This design comes from an exercise in tuning for small area on the open sky130 flow, not from production work. No activity file was given, so power comes from the tool's default toggle rates.

## JK
==> flow/design.v <==
package riscv_pkg;
  localparam int ALU     = 0;
  localparam int SFT     = 1;
  localparam int BU      = 2;
  localparam int LSU     = 3;
  localparam int NB_UNIT = 4;
  localparam int ADD  = 0;
  localparam int SUB  = 1;
  localparam int AND  = 2;
  localparam int OR   = 3;
  localparam int XOR  = 4;
  localparam int SLT  = 5;
  localparam int SLTU = 6;
  localparam int SLL  = 7;
  localparam int SRL  = 8;
  localparam int SRA  = 9;
  localparam int BEQ  = 10;
  localparam int BNE  = 11;
  localparam int BLT  = 12;
  localparam int BGE  = 13;
  localparam int JAL  = 14;
  localparam int JALR = 15;
  localparam int LD   = 16;
  localparam int ST   = 17;
  localparam int NB_OPERATION = 18;
  localparam int SZ_B = 0;
  localparam int SZ_H = 1;
  localparam int SZ_W = 2;
  typedef struct packed {
    logic [32-1:0]        pc;
    logic                    rd_v;
    logic [5-1:0]     rd_adr;
    logic [32:0]          rs1_data;
    logic [32:0]          rs2_data;
    logic [32-1:0]        immediat;
    logic [2:0]              access_size;
    logic                    unsign_extension;
    logic [NB_UNIT-1:0]      unit;
    logic [NB_OPERATION-1:0] operation;
  } dec_exe_t;
  typedef struct packed {
    logic             adr_v;
    logic [32-1:0] adr;
    logic             is_store;
    logic [32-1:0] store_data;
    logic [2:0]       access_size;
  } mem_req_t;
  typedef struct packed {
    logic                v;
    logic [5-1:0] adr;
    logic [32-1:0]    data;
  } wbk_t;
  typedef struct packed {
    logic [32-1:0] pc;
    logic             branch_instr;
    logic             feedback;
    logic             success;
    logic             failed;
  } pred_fb_t;
endpackage
`timescale 1ns/1ps
import riscv_pkg::*;
module exe_top (
  input  logic                     clk,
  input  logic                     reset_n,
  input  logic [32-1:0]         dec_pc_i,
  input  logic                     dec_rd_v_i,
  input  logic [5-1:0]      dec_rd_adr_i,
  input  logic [32:0]           dec_rs1_data_i,
  input  logic [32:0]           dec_rs2_data_i,
  input  logic [32-1:0]         dec_immediat_i,
  input  logic [2:0]               dec_access_size_i,
  input  logic                     dec_unsign_extension_i,
  input  logic [NB_UNIT-1:0]       dec_unit_i,
  input  logic [NB_OPERATION-1:0]  dec_operation_i,
  input  logic                     pred_v_i,
  input  logic                     pred_is_taken_i,
  input  logic [32-1:0]         load_data_i,
  output logic                     mem_adr_v_o,
  output logic [32-1:0]         mem_adr_o,
  output logic                     mem_is_store_o,
  output logic [32-1:0]         mem_store_data_o,
  output logic [2:0]               mem_access_size_o,
  output logic                     exe_fwd_v_o,
  output logic [5-1:0]      exe_fwd_adr_o,
  output logic [32-1:0]         exe_fwd_data_o,
  output logic                     wbk_v_o,
  output logic [5-1:0]      wbk_adr_o,
  output logic [32-1:0]         wbk_data_o,
  output logic                     flush_v_q_o,
  output logic [32-1:0]         pc_data_q_o,
  output logic [32-1:0]         pred_fb_pc_o,
  output logic                     pred_fb_branch_instr_o,
  output logic                     pred_fb_feedback_o,
  output logic                     pred_fb_success_o,
  output logic                     pred_fb_failed_o
);
  logic [32-1:0] rs1, rs2, imm, pc;
  logic [NB_OPERATION-1:0] op;
  assign rs1 = dec_rs1_data_i[32-1:0];
  assign rs2 = dec_rs2_data_i[32-1:0];
  assign imm = dec_immediat_i;
  assign pc  = dec_pc_i;
  assign op  = dec_operation_i;
  logic             flush_dly_q;
  logic             wbk_v_q;
  logic [5-1:0] wbk_adr_q;
  logic [32-1:0] wbk_data_q;
  logic [32-1:0] pc_data_q;
  logic             bi_q, pv_q, pt_q, tk_q;
  function automatic logic [32:0] add_cla(input logic [32-1:0] p,
                                             input logic [32-1:0] g,
                                             input logic cin);
    logic [32-1:0] s;
    logic [32/2:0] bc;
    logic             c, gk, pk;
    bc[0] = cin;
    for (int k = 0; k < 32/2; k++) begin
      gk = 1'b0;
      pk = 1'b1;
      c  = bc[k];
      for (int i = 2*k; i < 2*k+2; i++) begin
        s[i] = p[i] ^ c;
        c    = g[i] | (p[i] & c);
        gk   = g[i] | (p[i] & gk);
        pk   = pk & p[i];
      end
      bc[k+1] = gk | (pk & bc[k]);
    end
    add_cla = {bc[32/2], s};
  endfunction
  function automatic logic [32:0] add_cla_fast(input logic [32-1:0] p,
                                                  input logic [32-1:0] g,
                                                  input logic cin);
    logic [32-1:0] s;
    logic [32/8:0] bc;
    logic             gk, pk;
    bc[0] = cin;
    for (int k = 0; k < 32/8; k++) begin
      gk = 1'b0;
      pk = 1'b1;
      for (int i = 8*k; i < 8*k+8; i++) begin
        s[i] = p[i] ^ (gk | (pk & bc[k]));
        gk   = g[i] | (p[i] & gk);
        pk   = pk & p[i];
      end
      bc[k+1] = gk | (pk & bc[k]);
    end
    add_cla_fast = {bc[32/8], s};
  endfunction
  function automatic logic [32-1:0] inc4(input logic [32-1:0] a);
    logic bc, pk;
    bc = 1'b1;
    inc4[1:0] = a[1:0];
    for (int k = 0; k < 8; k++) begin
      pk = 1'b1;
      for (int i = 2 + 4*k; i < 6 + 4*k && i < 32; i++) begin
        inc4[i] = a[i] ^ (bc & pk);
        pk      = pk & a[i];
      end
      bc = bc & pk;
    end
  endfunction
  function automatic logic [32-1:0] dec4(input logic [32-1:0] a);
    logic bb, zk;
    bb = 1'b1;
    dec4[1:0] = a[1:0];
    for (int k = 0; k < 8; k++) begin
      zk = 1'b1;
      for (int i = 2 + 4*k; i < 6 + 4*k && i < 32; i++) begin
        dec4[i] = a[i] ^ (bb & zk);
        zk      = zk & ~a[i];
      end
      bb = bb & zk;
    end
  endfunction
  logic fb, ok, ko, flush;
  assign fb    = bi_q & pv_q;
  assign ok    = fb & (pt_q == tk_q);
  assign ko    = bi_q & (pv_q ? (pt_q != tk_q) : tk_q);
  assign flush = bi_q & ~ok;
  logic cancel;
  assign cancel = flush | flush_dly_q;
  logic             use_imm, use_pc, jal, jalr, jump;
  logic [32-1:0] opa, opb;
  logic [32:0]   sum;
  assign jal     = op[JAL];
  assign jalr    = op[JALR];
  assign jump    = jal | jalr;
  assign use_imm = dec_unit_i[LSU] | dec_unit_i[BU];
  assign use_pc  = dec_unit_i[BU] & ~jalr;
  assign opa = use_pc ? pc : rs1;
  assign opb = use_imm ? imm : (rs2 ^ {32{op[SUB]}});
  logic [32-1:0] ap, ag;
  assign ap  = opa ^ opb;
  assign ag  = opa & opb;
  assign sum = add_cla_fast(ap, ag, op[SUB]);
  logic [32-1:0] cx;
  logic [32:0]   cdiff;
  logic less, equal, taken;
  assign cx    = rs1 ^ rs2;
  assign cdiff = add_cla(~cx, rs1 & ~rs2, 1'b1);
  assign less  = (dec_rs1_data_i[32] ^ dec_rs2_data_i[32]) ? dec_rs1_data_i[32] : ~cdiff[32];
  assign equal = cx == '0;
  assign taken = (op[BEQ] & equal) | (op[BNE] & ~equal) | (op[BLT] & less) | (op[BGE] & ~less);
  logic [32-1:0] pc_inc;
  assign pc_inc = inc4(pc);
  logic [32-1:0] sh_in, sh_out, sh_rev;
  logic             sh_fill;
  always_comb begin
    for (int i = 0; i < 32; i++) sh_in[i] = op[SLL] ? rs1[32-1-i] : rs1[i];
  end
  assign sh_fill = op[SRA] & rs1[32-1];
  logic [32:0] sh_tmp;
  assign sh_tmp = $signed({sh_fill, sh_in}) >>> rs2[4:0];
  assign sh_out = sh_tmp[32-1:0];
  always_comb begin
    for (int i = 0; i < 32; i++) sh_rev[i] = sh_out[32-1-i];
  end
  logic [32-1:0] ld;
  logic             ld_fill;
  assign ld_fill = ~dec_unsign_extension_i
                 & (dec_access_size_i[SZ_B] ? load_data_i[7] : load_data_i[15]);
  assign ld[7:0]   = load_data_i[7:0];
  assign ld[15:8]  = dec_access_size_i[SZ_B] ? {8{ld_fill}} : load_data_i[15:8];
  assign ld[31:16] = dec_access_size_i[SZ_W] ? load_data_i[31:16] : {16{ld_fill}};
  logic [32-1:0] res;
  assign res = ({32{op[ADD] | op[SUB]}} & sum[32-1:0])
             | ({32{op[AND] | op[OR]}} & ag)
             | ({32{op[XOR] | op[OR]}} & ap)
             | {{(32-1){1'b0}}, (op[SLT] | op[SLTU]) & less}
             | ({32{op[SLL]}} & sh_rev)
             | ({32{op[SRL] | op[SRA]}} & sh_out)
             | ({32{dec_unit_i[BU]}} & pc_inc)
             | ({32{op[LD]}} & ld);
  logic bu_en, fwd_v;
  assign bu_en   = dec_unit_i[BU] & ~cancel;
  assign fwd_v   = dec_rd_v_i & ~cancel;
  assign mem_adr_v_o       = dec_unit_i[LSU] & ~cancel;
  assign mem_is_store_o    = op[ST] & ~cancel;
  assign mem_adr_o         = sum[32-1:0];
  assign mem_store_data_o  = rs2;
  assign mem_access_size_o = dec_access_size_i;
  assign exe_fwd_v_o    = fwd_v;
  assign exe_fwd_adr_o  = dec_rd_adr_i;
  assign exe_fwd_data_o = res;
  always_ff @(posedge clk or negedge reset_n) begin
    if (!reset_n) begin
      wbk_v_q     <= 1'b0;
      flush_dly_q <= 1'b0;
      bi_q        <= 1'b0;
    end else begin
      wbk_v_q     <= fwd_v;
      flush_dly_q <= flush;
      bi_q        <= bu_en;
    end
  end
  always_ff @(posedge clk) begin
    wbk_adr_q  <= dec_rd_adr_i;
    wbk_data_q <= res;
    pc_data_q  <= (taken | jump) ? {sum[32-1:1], sum[0] & ~jalr} : pc_inc;
    pv_q       <= pred_v_i;
    pt_q       <= pred_is_taken_i;
    tk_q       <= taken | jump;
  end
  assign wbk_v_o                = wbk_v_q;
  assign wbk_adr_o              = wbk_adr_q;
  assign wbk_data_o             = wbk_data_q;
  assign flush_v_q_o            = flush;
  assign pc_data_q_o            = pc_data_q;
  assign pred_fb_pc_o           = dec4(wbk_data_q);
  assign pred_fb_branch_instr_o = bi_q;
  assign pred_fb_feedback_o     = fb;
  assign pred_fb_success_o      = ok;
  assign pred_fb_failed_o       = ko;
endmodule
export LEC_CHECK = 0
export ABC_AREA = 1
export CAP_MARGIN = 0
export CORE_AREA = 5 5 145 145
export CTS_BUF_LIST = sky130_fd_sc_hd__clkbuf_8
export DIE_AREA = 0 0 150 150
export GPL_TIMING_DRIVEN = 0
export SETUP_SLACK_MARGIN = 0.15
export SLEW_MARGIN = 0
export TNS_END_PERCENT = 5
create_clock -name core_clock -period 8.0 [get_ports {clk}]
standard.sh (not shown) runs the stock make flow with config.mk's settings and CLKGATE_MAP_FILE= SYNTH_SCRIPT=/design/flow/synth_recipe.tcl, a recipe that flattens the netlist after the stock synthesis.
==> flow/flow/run.sh <==
#!/bin/bash
# Standard ORFS layout (the standard.sh), with the port buffers and the
# synthesis pass-through buffers made from the smallest buffer cell, and the
# buffers ABC inserts removed at floorplan (repair_design re-buffers).
bash standard.sh \
  BUFFER_PORTS_ARGS="-buffer_cell sky130_fd_sc_hd__buf_1" \
  MIN_BUF_CELL_AND_PORTS="sky130_fd_sc_hd__buf_1 A X" \
  REMOVE_ABC_BUFFERS=1 \
  finish > standard.log 2>&1
JK | status: complete | timing, DRC, antenna: pass
Here is what was changed in the inputs of MS compared with JK.
--- a/flow/design.v
+++ b/flow/design.v
@@ -102,24 +102,25 @@
   assign imm = dec_immediat_i;
   assign pc  = dec_pc_i;
   assign op  = dec_operation_i;
+  logic             flush_q;
   logic             flush_dly_q;
   logic             wbk_v_q;
   logic [5-1:0] wbk_adr_q;
   logic [32-1:0] wbk_data_q;
   logic [32-1:0] pc_data_q;
-  logic             bi_q, pv_q, pt_q, tk_q;
+  logic             bi_q, fb_q, ok_q, ko_q;
   function automatic logic [32:0] add_cla(input logic [32-1:0] p,
                                              input logic [32-1:0] g,
                                              input logic cin);
     logic [32-1:0] s;
-    logic [32/2:0] bc;
+    logic [32/4:0] bc;
     logic             c, gk, pk;
     bc[0] = cin;
-    for (int k = 0; k < 32/2; k++) begin
+    for (int k = 0; k < 32/4; k++) begin
       gk = 1'b0;
       pk = 1'b1;
       c  = bc[k];
-      for (int i = 2*k; i < 2*k+2; i++) begin
+      for (int i = 4*k; i < 4*k+4; i++) begin
         s[i] = p[i] ^ c;
         c    = g[i] | (p[i] & c);
         gk   = g[i] | (p[i] & gk);
@@ -127,26 +128,26 @@
       end
       bc[k+1] = gk | (pk & bc[k]);
     end
-    add_cla = {bc[32/2], s};
+    add_cla = {bc[32/4], s};
   endfunction
   function automatic logic [32:0] add_cla_fast(input logic [32-1:0] p,
                                                   input logic [32-1:0] g,
                                                   input logic cin);
     logic [32-1:0] s;
-    logic [32/8:0] bc;
+    logic [32/4:0] bc;
     logic             gk, pk;
     bc[0] = cin;
-    for (int k = 0; k < 32/8; k++) begin
+    for (int k = 0; k < 32/4; k++) begin
       gk = 1'b0;
       pk = 1'b1;
-      for (int i = 8*k; i < 8*k+8; i++) begin
+      for (int i = 4*k; i < 4*k+4; i++) begin
         s[i] = p[i] ^ (gk | (pk & bc[k]));
         gk   = g[i] | (p[i] & gk);
         pk   = pk & p[i];
       end
       bc[k+1] = gk | (pk & bc[k]);
     end
-    add_cla_fast = {bc[32/8], s};
+    add_cla_fast = {bc[32/4], s};
   endfunction
   function automatic logic [32-1:0] inc4(input logic [32-1:0] a);
     logic bc, pk;
@@ -174,13 +175,8 @@
       bb = bb & zk;
     end
   endfunction
-  logic fb, ok, ko, flush;
-  assign fb    = bi_q & pv_q;
-  assign ok    = fb & (pt_q == tk_q);
-  assign ko    = bi_q & (pv_q ? (pt_q != tk_q) : tk_q);
-  assign flush = bi_q & ~ok;
   logic cancel;
-  assign cancel = flush | flush_dly_q;
+  assign cancel = flush_q | flush_dly_q;
   logic             use_imm, use_pc, jal, jalr, jump;
   logic [32-1:0] opa, opb;
   logic [32:0]   sum;
@@ -190,11 +186,12 @@
   assign use_imm = dec_unit_i[LSU] | dec_unit_i[BU];
   assign use_pc  = dec_unit_i[BU] & ~jalr;
   assign opa = use_pc ? pc : rs1;
-  assign opb = use_imm ? imm : (rs2 ^ {32{op[SUB]}});
+  assign opb = ({32{use_imm}} & imm) | ({32{~use_imm & ~op[SUB]}} & rs2)
+             | ({32{~use_imm & op[SUB]}} & ~rs2);
   logic [32-1:0] ap, ag;
   assign ap  = opa ^ opb;
   assign ag  = opa & opb;
-  assign sum = add_cla_fast(ap, ag, op[SUB]);
+  assign sum = add_cla(ap, ag, op[SUB]);
   logic [32-1:0] cx;
   logic [32:0]   cdiff;
   logic less, equal, taken;
@@ -233,8 +230,9 @@
              | ({32{op[SRL] | op[SRA]}} & sh_out)
              | ({32{dec_unit_i[BU]}} & pc_inc)
              | ({32{op[LD]}} & ld);
-  logic bu_en, fwd_v;
+  logic bu_en, pred_ok, fwd_v;
   assign bu_en   = dec_unit_i[BU] & ~cancel;
+  assign pred_ok = pred_v_i & (pred_is_taken_i == (taken | jump));
   assign fwd_v   = dec_rd_v_i & ~cancel;
   assign mem_adr_v_o       = dec_unit_i[LSU] & ~cancel;
   assign mem_is_store_o    = op[ST] & ~cancel;
@@ -247,30 +245,35 @@
   always_ff @(posedge clk or negedge reset_n) begin
     if (!reset_n) begin
       wbk_v_q     <= 1'b0;
+      flush_q     <= 1'b0;
       flush_dly_q <= 1'b0;
       bi_q        <= 1'b0;
+      fb_q        <= 1'b0;
+      ok_q        <= 1'b0;
+      ko_q        <= 1'b0;
     end else begin
       wbk_v_q     <= fwd_v;
-      flush_dly_q <= flush;
+      flush_q     <= bu_en & ~pred_ok;
+      flush_dly_q <= flush_q;
       bi_q        <= bu_en;
+      fb_q        <= bu_en & pred_v_i;
+      ok_q        <= bu_en & pred_ok;
+      ko_q        <= bu_en & (pred_v_i ? ~pred_ok : (taken | jump));
     end
   end
   always_ff @(posedge clk) begin
     wbk_adr_q  <= dec_rd_adr_i;
     wbk_data_q <= res;
     pc_data_q  <= (taken | jump) ? {sum[32-1:1], sum[0] & ~jalr} : pc_inc;
-    pv_q       <= pred_v_i;
-    pt_q       <= pred_is_taken_i;
-    tk_q       <= taken | jump;
   end
   assign wbk_v_o                = wbk_v_q;
   assign wbk_adr_o              = wbk_adr_q;
   assign wbk_data_o             = wbk_data_q;
-  assign flush_v_q_o            = flush;
+  assign flush_v_q_o            = flush_q;
   assign pc_data_q_o            = pc_data_q;
   assign pred_fb_pc_o           = dec4(wbk_data_q);
   assign pred_fb_branch_instr_o = bi_q;
-  assign pred_fb_feedback_o     = fb;
-  assign pred_fb_success_o      = ok;
-  assign pred_fb_failed_o       = ko;
+  assign pred_fb_feedback_o     = fb_q;
+  assign pred_fb_success_o      = ok_q;
+  assign pred_fb_failed_o       = ko_q;
 endmodule
==> comparison <==
- Setup fix buffers added after clock tree synthesis: lower on JK
- Looking only at non-clock buffer count, and setting everything else aside, the lower value of JK and MS goes to JK.
- A capturing instance or port of the critical path of exe_fwd_data_o[26] is what MS shows, while exe_fwd_data_o[16] belongs to JK.
- Diff JK -> MS | final critical-path required period | increase of 0.070 ns
- Going from JK to MS, overall global routing resource usage lost 1.9 points; total power went down; number of violations reported at the end of detailed-routing iteration 0 rose about 0.8%; register fraction of the total cell area now sits higher.
- Every run (JK and MS) finished clean.
- A topmost layer with routed signal wires of met4 is what MS shows, while met5 belongs to JK.
- | fraction of the mapped netlist area in compound gates | MS vs JK | 2.2 points higher |
- For the basic-gate share of the synthesized area counting and, or, nand and nor cells, MS came in 2.3 points lower than JK did.
- Area of placed instances: MS vs JK down 0.30%
No functional check of the RTL was part of any run of this note.

[re-timing with driven ports]
In the flow no input, the clock included, has a driving cell. The finished layouts below were timed again as built, in two steps.
Step 1: set_driving_cell puts a clkbuf_16 on clk and a buf_2 on each other input, an assumption about the parent block.
Step 2, shift: input delay + t, output delay - t, t = (earliest + latest rising clock arrival at the registers) / 2. This alone moves slack from input paths to output paths.
a / b / c = ideal / step 1 / step 2; a / b = the first two.
run | t, ns | slack for setup (ns) | worst setup path after step 2
JK | 0.388 | 0.262 / 0.106 / 0.106 | input to output
MS | 0.427 | 0.192 / 0.132 / 0.132 | input to output
After both steps every run listed still meets setup and hold. For JK, which loses most, drivers alone change the setup slack by -0.156 ns; drivers and shift together by -0.156 ns.
